Source: an optimization exercise on an open RTL-to-GDS flow (aim: small area, a short achievable clock period and few clock cycles per item). Production flows keep margins and buffers that such runs may drop. Where RTL was checked, it was by simulation tests only, not by an equivalence proof against the original. No activity file was given, so power comes from the tool's default toggle rates.

Setup of orange:
==> flow/design.v (excerpt) <==
module multicycle_alu #(
  parameter int WIDTH         = 32,
  parameter bit SIGNED_MULDIV = 1'b1
) (
  input  logic               clk,
  input  logic               clr,
  input  logic               start,
  input  logic [alu_pkg::OP_BITS-1:0] CONTROL,
  input  logic [WIDTH-1:0]   A,
  input  logic [WIDTH-1:0]   B,
  output logic [WIDTH-1:0]   ZLO,
  output logic [WIDTH-1:0]   ZHI,
  output logic               busy,
  output logic               done,
  output logic               div_by_zero,
  output logic               illegal_op
);
  localparam logic [2:0] S_IDLE  = 3'd0;
  localparam logic [2:0] S_MUL   = 3'd1;
  localparam logic [2:0] S_DABS  = 3'd3;
  localparam logic [2:0] S_DNORM = 3'd4;
  localparam logic [2:0] S_DIV   = 3'd5;
  localparam logic [2:0] S_FIXQ  = 3'd6;
  localparam logic [2:0] S_FIXR  = 3'd7;
  logic [2:0]  state;
  logic [31:0] a_q, b_q;
  logic [11:0] op_q;
  logic        legal_q;
  logic        pend;
  logic [5:0]  cnt;
  logic        nq, nr;
  logic        seen;
  logic        xs_a, xs_hi, xs_sh, xs_lo, x_inv;   
  logic        c_one, c_two, c_neg, c_cin;
  logic        c_dbl, c_ff;    
  logic [3:0]  zrem_q;         
  logic        acc;
  logic        legal_in, mul_in, div_in, neg_amt, b_zero;
  logic        dz_q;
  logic [5:0]  k_in;
  logic [5:0]  lena, lenb;
  assign acc = start && !busy;
  always_comb begin
    legal_in = alu_pkg::onehot_ok(CONTROL);
    mul_in   = legal_in && CONTROL[alu_pkg::OP_MUL];
    b_zero   = (B == '0);
    div_in   = legal_in && CONTROL[alu_pkg::OP_DIV] && !b_zero && (k_in != 6'd0);
    neg_amt  = CONTROL[alu_pkg::OP_ROL] || CONTROL[alu_pkg::OP_SHL];
  end
  logic        swap;
  logic [31:0] mplier;
  logic [5:0]  mlen_in;
  always_comb begin
    swap    = CONTROL[alu_pkg::OP_MUL] && (lenb < lena);
    mplier  = swap ? B : A;
    mlen_in = swap ? lenb : lena;
  end
  bit_len31 u_lena (.y(A[30:0] ^ {31{A[31]}}), .len(lena));
  bit_len31 u_lenb (.y(B[30:0] ^ {31{B[31]}}), .len(lenb));
  logic [6:0] k_raw;
  ...
Size: ~170 flip-flops, about 150 I/O pins, about 18,000 sq um of cells after synthesis.
export LEC_CHECK = 0
export ABC_AREA = 1
export CAP_MARGIN = 20
export CORE_MARGIN = 2
export CORE_UTILIZATION = 40
export SLEW_MARGIN = 20
create_clock -name core_clock -period 5.5 [get_ports {clk}]
standard.sh (not shown) runs the stock make flow with config.mk's settings and CLKGATE_MAP_FILE= SYNTH_SCRIPT=/design/flow/synth_recipe.tcl, a recipe that flattens the netlist after the stock synthesis.
==> flow/flow/run.sh <==
#!/bin/bash
# The standard ORFS layout (the standard.sh, standard synthesis included),
# with one change: the port buffers are buf_1 cells instead of the larger
# delay buffers buffer_ports picks by default. Every port still gets its own
# buffer. make's full output goes to run_standard.log in this folder.
set -euo pipefail
bash standard.sh finish \
  "BUFFER_PORTS_ARGS=-buffer_cell sky130_fd_sc_hd__buf_1" \
  > run_standard.log 2>&1
Testbench counts of orange, summed over its fixed seeds: cycles 39,530, ops 8,000.
Edits applied to the flow inputs when going from orange to red:
--- a/flow/config.mk
+++ b/flow/config.mk
@@ -9,4 +9,5 @@
 export CAP_MARGIN = 20
 export CORE_MARGIN = 2
-export CORE_UTILIZATION = 40
+export CORE_UTILIZATION = 45
+export SETUP_SLACK_MARGIN = 0.4
 export SLEW_MARGIN = 20
### Flow results
red: all stages complete, timing, DRC and antenna checks passed. Re first-iteration DRC count: red is 96 up on orange. Critical path start-end classification = reg -> reg: orange; critical path start-end classification = in -> reg: red. In the flow results for red and orange, the overall power consumption is smaller on red. red vs. orange: shortest period the worst path allows lower; via count lower. Die width: red < orange. The run showing the smaller largest net degree at the start of global routing is red. From red to orange, multi-input logic cell count did not move at all. First-pass iteration count of the detailed router (higher): red. Lower slew at the pin with the worst max-slew slack was reported by orange, not red. The global routing usage on met1 in red sits 0.41 points below the value recorded for orange. On net load switching power, the lower figure sits with red, not orange.

* * *

Another version of the RTL of multicycle_alu (not shown whole).
Size: roughly 2800 cells after synthesis, ~170 flip-flops, about 18000 sq um of cells after synthesis.
clock: 5.5 ns
lec_check: 0
abc_area: 1
cap_margin: 20
core_margin: 2
core_utilization: 45
setup_slack_margin: 0.2
slew_margin: 20
Scripts as last shown in full above: flow/flow/run.sh
The starting point finished clean.
Testbench counts at the start, summed over its fixed seeds: cycles 39,530, ops 8,000.
Next try:
- CORE_UTILIZATION: 45 -> 50
The changed run went through all stages and came out clean.
Cell count drops by a few percent.
Final area drops slightly.
Wire length goes down by a few percent.
Next try:
- CORE_UTILIZATION: 50 -> 40
Effect: The new run finished with timing, DRC and antenna clean; maximum frequency increases by 1.7%; routed wire length climbs by 15%; non-clock buffer count goes up by 53; worst hold slack got worse by 0.018 ns; synthesized cell count is unchanged; worst setup slack improves by 0.088 ns; area after synthesis stays the same; final cell count grows by 5.6%.
Next try:
- CORE_UTILIZATION: 40 -> 45
- CTS_BUF_LIST: unset -> sky130_fd_sc_hd__clkbuf_4 sky130_fd_sc_hd__clkbuf_8
=>
- The changed run passed the timing, DRC and antenna checks
- cell area falls by 1.5%
- core utilization rises by 5.5 points
- clock-buffer cell count rose by 1
- routed wire length decreases by 7.0%
- die area shrinks by 11%
- critical path depth is higher by 17
- hold slack improves by 0.017 ns
- via count is lower by 0.49%
- clock skew hardly moves
- setup slack degrades by 0.17 ns

* * *

Another version of the RTL of multicycle_alu (not shown whole).
Size in the first run: ~3500 cells after synthesis, ~170 flip-flops.
clock: 5.5 ns
lec_check: 0
abc_area: 1
cap_margin: 20
core_margin: 2
core_utilization: 45
setup_slack_margin: 0.6
slew_margin: 20
Scripts as last shown in full above: flow/flow/run.sh
Testbench counts at the start, summed over its fixed seeds: cycles 38,767, ops 8,000.
Rerun with:
--- a/flow/config.mk
+++ b/flow/config.mk
@@ -12 +12 @@
-export SETUP_SLACK_MARGIN = 0.6
+export SETUP_SLACK_MARGIN = 0.2
Result: The changed run completed with no timing, DRC or antenna violations; sequential share of layout area went up by 0.20 points; total power went down by about 2%; hold slack is about the same; non-clock buffer count went down by 6; global-route usage went down by 1.9 points; worst setup slack improved by 4.6 ps.

* * *

Another version of the RTL of multicycle_alu (not shown whole).
Size: ~170 flip-flops, ~150 I/O pins.
## multicycle_alu
module multicycle_alu #(
  parameter int WIDTH         = 32,
  parameter bit SIGNED_MULDIV = 1'b1
) (
  input  logic               clk,
  input  logic               clr,
  input  logic               start,
  input  logic [alu_pkg::OP_BITS-1:0] CONTROL,
  input  logic [WIDTH-1:0]   A,
  input  logic [WIDTH-1:0]   B,
  output logic [WIDTH-1:0]   ZLO,
  output logic [WIDTH-1:0]   ZHI,
  output logic               busy,
  output logic               done,
  output logic               div_by_zero,
  output logic               illegal_op
);
clock: 5.5 ns
lec_check: 0
abc_area: 1
cap_margin: 20
core_margin: 2
core_utilization: 45
slew_margin: 20
Scripts as last shown in full above: flow/flow/run.sh
Rerun with:
==> flow/run.sh (new file) <==
#!/bin/bash
# synth_recipe.tcl (not shown) runs the flow's synth.tcl, then flattens the netlist and writes it again
# the make line also repeats each setting of config.mk as NAME=value (left out here)
make -C /OpenROAD-flow-scripts/flow DESIGN_CONFIG=/design/flow/config.mk WORK_HOME=/design/flow/orfs CLKGATE_MAP_FILE= SYNTH_SCRIPT=/design/flow/synth_recipe.tcl finish
removed: flow/flow/run.sh
removed: flow/standard.sh
Outcome: Sequential power hardly moves. Count of clock-buffer cells in the layout does not change. Via count is about the same.
No functional check of the RTL was part of any run of this note.

* * *

job 4463:
multicycle_alu with an RTL version that a note above also has.
Size in the first run: roughly 2,700 cells after synthesis, ~170 flip-flops, roughly 150 I/O pins, roughly 0.018 mm^2 of cells after synthesis.
==> flow/config.mk <==
export PLATFORM = sky130hd
export DESIGN_NAME = multicycle_alu
export DESIGN_NICKNAME = multicycle_alu
export VERILOG_FILES = /design/flow/design.v
export SDC_FILE = /design/flow/constraint.sdc
export NUM_CORES = 4
export LEC_CHECK = 0
export ABC_AREA = 1
export CAP_MARGIN = 20
export CORE_MARGIN = 2
export CORE_UTILIZATION = 35
export SETUP_SLACK_MARGIN = 0.2
export SLEW_MARGIN = 20
==> flow/constraint.sdc <==
create_clock -name core_clock -period 5.5 [get_ports {clk}]
set_input_delay 1.1000 -clock core_clock [delete_from_list [all_inputs] [get_ports {clk}]]
set_output_delay 1.1000 -clock core_clock [all_outputs]
set_load 0.01 [all_outputs]
==> flow/flow/run.sh <==
#!/bin/bash
# The standard ORFS layout (the standard.sh, standard synthesis included),
# with one change: the port buffers are buf_1 cells instead of the larger
# delay buffers buffer_ports picks by default. Every port still gets its own
# buffer. make's full output goes to run_standard.log in this folder.
set -euo pipefail
bash standard.sh finish \
  "BUFFER_PORTS_ARGS=-buffer_cell sky130_fd_sc_hd__buf_1" \
  > run_standard.log 2>&1
Testbench counts of job 4463, summed over its fixed seeds: cycles 39,530, ops 8,000.
Input changes introduced in job 2028 (baseline for comparison: job 4463):
- a change of CORE_UTILIZATION from 35 to 40
- a change of SETUP_SLACK_MARGIN from 0.2 to 0.6
## What came out
Job 2028 | status: complete | timing, DRC, antenna: pass. Looking only at internal power summed over all cells, and setting everything else aside, the lower value of job 2028 and job 4463 goes to job 2028. Sort job 2028 and job 4463 by total global routing track utilization, descending, and job 2028 comes first. B[31] as the launch point of the worst path was reported by job 2028, and ZLO[31] by job 4463. Summary of job 2028 over job 4463: total area of multi-input combinational cells rose by about 1.4%, largest driver fanout on the critical path up 2, clock share of power about even, filler cell count in the final layout decreased 855. Floorplan die area improves in job 2028 relative to job 4463. The power in job 2028 sits 3.1% below the value recorded for job 4463. Job 2028 ends up with lower growth of design area from synthesis to finish than job 4463 does.
The following lists how job 6259 was set up differently from job 2028:
- changing SETUP_SLACK_MARGIN from 0.6 to 0.2
Job 6259 went all the way through synthesis, placement and routing and the layout is clean on timing, DRC and antenna.
Status: cell count parity (job 2028, job 6259)
Job 2028 and job 6259 ended up with roughly the same via count.
Job 2028 reports its classification of the worst setup path as in -> reg while job 6259 reports reg -> reg.
Relative to job 2028, the maximum clock frequency of job 6259 is lower by 0.64%.
Edits applied to the flow inputs when going from job 6259 to job 5458:
- swapping 0.2 for 0.3 in SETUP_SLACK_MARGIN
Having completed the whole flow, job 5458 delivered a layout that passed the timing, DRC and antenna checks.
The worst clock skew number comes out lower for job 6259 vs job 5458.
Between job 6259 and job 5458, the global-route wire length before repair is higher for job 5458.
Delta(register share of total power, job 5458 - job 6259) < 0
Changes observed in job 5458 relative to job 6259: maximum vdd ir drop +30%, total global-route track usage shows an increase of 0.69 points.
The clock slew seen by the registers of the worst setup and hold paths was comparable across job 6259 and job 5458.
Against job 6259, power consumption in job 5458 came out worse.
Job 6259 -> job 5458: arithmetic-cell share of the synthesized area counting full adders, half adders and majority gates delta 0, exact match
Delta (job 5458 minus job 6259): fraction of standard cell area that is sequential fell by 0.22 points, instance count on the critical path fell by 2.

* * *

Starting RTL as in the previous note.
Design multicycle_alu, start of the top module:
module multicycle_alu #(
  parameter int WIDTH         = 32,
  parameter bit SIGNED_MULDIV = 1'b1
) (
  input  logic               clk,
  input  logic               clr,
  input  logic               start,
  input  logic [alu_pkg::OP_BITS-1:0] CONTROL,
  input  logic [WIDTH-1:0]   A,
  input  logic [WIDTH-1:0]   B,
  output logic [WIDTH-1:0]   ZLO,
  output logic [WIDTH-1:0]   ZHI,
  output logic               busy,
  output logic               done,
  output logic               div_by_zero,
  output logic               illegal_op
);
  localparam logic [2:0] S_IDLE  = 3'd0;
  localparam logic [2:0] S_MUL   = 3'd1;
  localparam logic [2:0] S_DABS  = 3'd3;
  localparam logic [2:0] S_DNORM = 3'd4;
  localparam logic [2:0] S_DIV   = 3'd5;
  localparam logic [2:0] S_FIXQ  = 3'd6;
  localparam logic [2:0] S_FIXR  = 3'd7;
  logic [2:0]  state;
  logic [31:0] a_q, b_q;
  logic [11:0] op_q;
  logic        legal_q;
  logic        pend;
  logic [5:0]  cnt;
  logic        nq, nr;
  logic        seen;
  logic        xs_a, xs_hi, xs_sh, xs_lo, x_inv;   
  logic        c_one, c_two, c_neg, c_cin;
  logic        c_dbl, c_ff;    
  logic [3:0]  zrem_q;         
  logic        acc;
  logic        legal_in, mul_in, div_in, neg_amt, b_zero;
  logic        dz_q;
  logic [5:0]  k_in;
  logic [5:0]  lena, lenb;
  assign acc = start && !busy;
  always_comb begin
    legal_in = alu_pkg::onehot_ok(CONTROL);
    mul_in   = legal_in && CONTROL[alu_pkg::OP_MUL];
    b_zero   = (B == '0);
    div_in   = legal_in && CONTROL[alu_pkg::OP_DIV] && !b_zero && (k_in != 6'd0);
  ...
clock: 5.5 ns
lec_check: 0
abc_area: 1
cap_margin: 20
core_margin: 2
core_utilization: 40
setup_slack_margin: 0.4
slew_margin: 20
Scripts as last shown in full above: flow/flow/run.sh
The baseline finished with timing, DRC and antenna clean.
Testbench counts at the start, summed over its fixed seeds: cycles 39,530, ops 8,000.
==> next run, changes <==
--- a/flow/config.mk
+++ b/flow/config.mk
@@ -11,3 +11,3 @@
 export CORE_UTILIZATION = 40
-export SETUP_SLACK_MARGIN = 0.4
+export SETUP_SLACK_MARGIN = 0.5
 export SLEW_MARGIN = 20
What happened: Sequential cell count is unchanged. Die area is unchanged. Cell area hardly moves. Routed wire length hardly moves. First-iteration DRC count shrinks by a few percent.

* * *

garnet:
multicycle_alu with an RTL version that a note above also has.
Size: ~2500 cells after synthesis, about 170 flip-flops, about 150 I/O pins, about 20000 um2 of cells after synthesis.
make LEC_CHECK=0 CAP_MARGIN=20 CORE_MARGIN=2 CORE_UTILIZATION=60 SETUP_SLACK_MARGIN=0.5 SLEW_MARGIN=20 finish   # period 5.5 ns
run.sh (not shown) runs the stock make flow with config.mk's settings and CLKGATE_MAP_FILE= SYNTH_SCRIPT=/design/flow/synth_recipe.tcl, a recipe that flattens the netlist after the stock synthesis.
Stock flow here: none of the scripts above is used.
garnet: done, clean on timing, DRC and antenna
The following lists how fjord was set up differently from garnet:
diff --git a/flow/config.mk b/flow/config.mk
--- a/flow/config.mk
+++ b/flow/config.mk
@@ -10,2 +10 @@
-export CORE_UTILIZATION = 60
-export SETUP_SLACK_MARGIN = 0.5
+export CORE_UTILIZATION = 50
--- outcome ---
- Every run in the comparison, fjord and garnet, completed the flow with a clean layout.
- Mean number of vias per cell came out lower on fjord than on garnet.
- Delta (fjord minus garnet): longest individual stage delay on the worst path rose 0.19 ns; clock network power share increased 0.9 points; first-pass iteration count of the detailed router -7; design area roughly the same.
- Met2 global-route usage, fjord and garnet: larger value in garnet
- Comparing fjord and garnet, the higher non-clock buffer count is on fjord.
- The multi-input combinational cell area of fjord is lower than that of garnet.
No run of this note included a check of the RTL's function; only the layout flow was run.

-- port drivers added, routing unchanged --
The results above use ideal ports. As a check the final layouts listed here were re-extracted and re-timed, cells and wires unchanged. Step 1 assumes that a clkbuf_16 drives the clock port and a buf_2 every other input. Step 2 also shifts input and output timing later by t, the mid clock arrival at the registers, as if the neighbouring blocks saw the same clock. Slacks: ideal / step 1 / step 2; pairs: ideal / step 1.
| run | shift t [ns] | setup slack, ns | hold WS [ns] | latest minus earliest clock arrival (ns) |
|---|---|---|---|---|
| orange | 0.567 | 0.154 / 0.154 / -0.127 | 0.474 / 0.474 / 0.474 | 0.017 / 0.018 |
| red | 0.520 | 0.197 / 0.217 / -0.303 | 0.475 / 0.475 / 0.475 | 0.022 / 0.021 |
| the first run of note 2 | 0.529 | 0.248 / 0.248 / -0.179 | 0.477 / 0.477 / 0.477 | 0.016 / 0.016 |
| the second run of note 2 | 0.538 | 0.283 / 0.297 / -0.241 | 0.480 / 0.480 / 0.480 | 0.019 / 0.018 |
| the third run of note 2 | 0.569 | 0.371 / 0.363 / -0.205 | 0.463 / 0.463 / 0.463 | 0.025 / 0.025 |
| the fourth run of note 2 | 0.585 | 0.203 / 0.163 / -0.423 | 0.480 / 0.480 / 0.480 | 0.027 / 0.027 |
| the first run of note 3 | 0.591 | 0.166 / 0.188 / -0.402 | 0.470 / 0.470 / 0.470 | 0.028 / 0.027 |
| the second run of note 3 | 0.570 | 0.170 / 0.201 / -0.369 | 0.471 / 0.471 / 0.471 | 0.020 / 0.020 |
| the first run of note 4 | 0.593 | 0.365 / 0.365 / -0.063 | 0.462 / 0.462 / 0.462 | 0.035 / 0.035 |
| the second run of note 4 | 0.573 | 0.169 / 0.169 / -0.202 | 0.472 / 0.472 / 0.472 | 0.029 / 0.030 |
| job 4463 | 0.565 | 0.346 / 0.346 / -0.005 | 0.481 / 0.481 / 0.481 | 0.023 / 0.024 |
| job 2028 | 0.562 | 0.486 / 0.477 / -0.085 | 0.469 / 0.469 / 0.469 | 0.019 / 0.020 |
| job 6259 | 0.569 | 0.454 / 0.454 / -0.089 | 0.466 / 0.466 / 0.466 | 0.021 / 0.021 |
| job 5458 | 0.575 | 0.425 / 0.425 / -0.049 | 0.477 / 0.477 / 0.477 | 0.028 / 0.028 |
| the first run of note 6 | 0.572 | 0.501 / 0.527 / -0.040 | 0.469 / 0.469 / 0.469 | 0.027 / 0.028 |
| the second run of note 6 | 0.570 | 0.400 / 0.394 / -0.176 | 0.470 / 0.470 / 0.470 | 0.028 / 0.028 |
| garnet | 0.525 | 0.231 / 0.259 / -0.266 | 0.488 / 0.488 / 0.488 | 0.017 / 0.018 |
| fjord | 0.571 | 0.125 / 0.166 / -0.404 | 0.494 / 0.494 / 0.494 | 0.018 / 0.019 |
With both steps, setup timing fails in every run listed, where it was met with ideal ports. The setup slack of the fourth run of note 2, which loses most, moves by -0.040 ns with the drivers and by -0.626 ns with both steps.
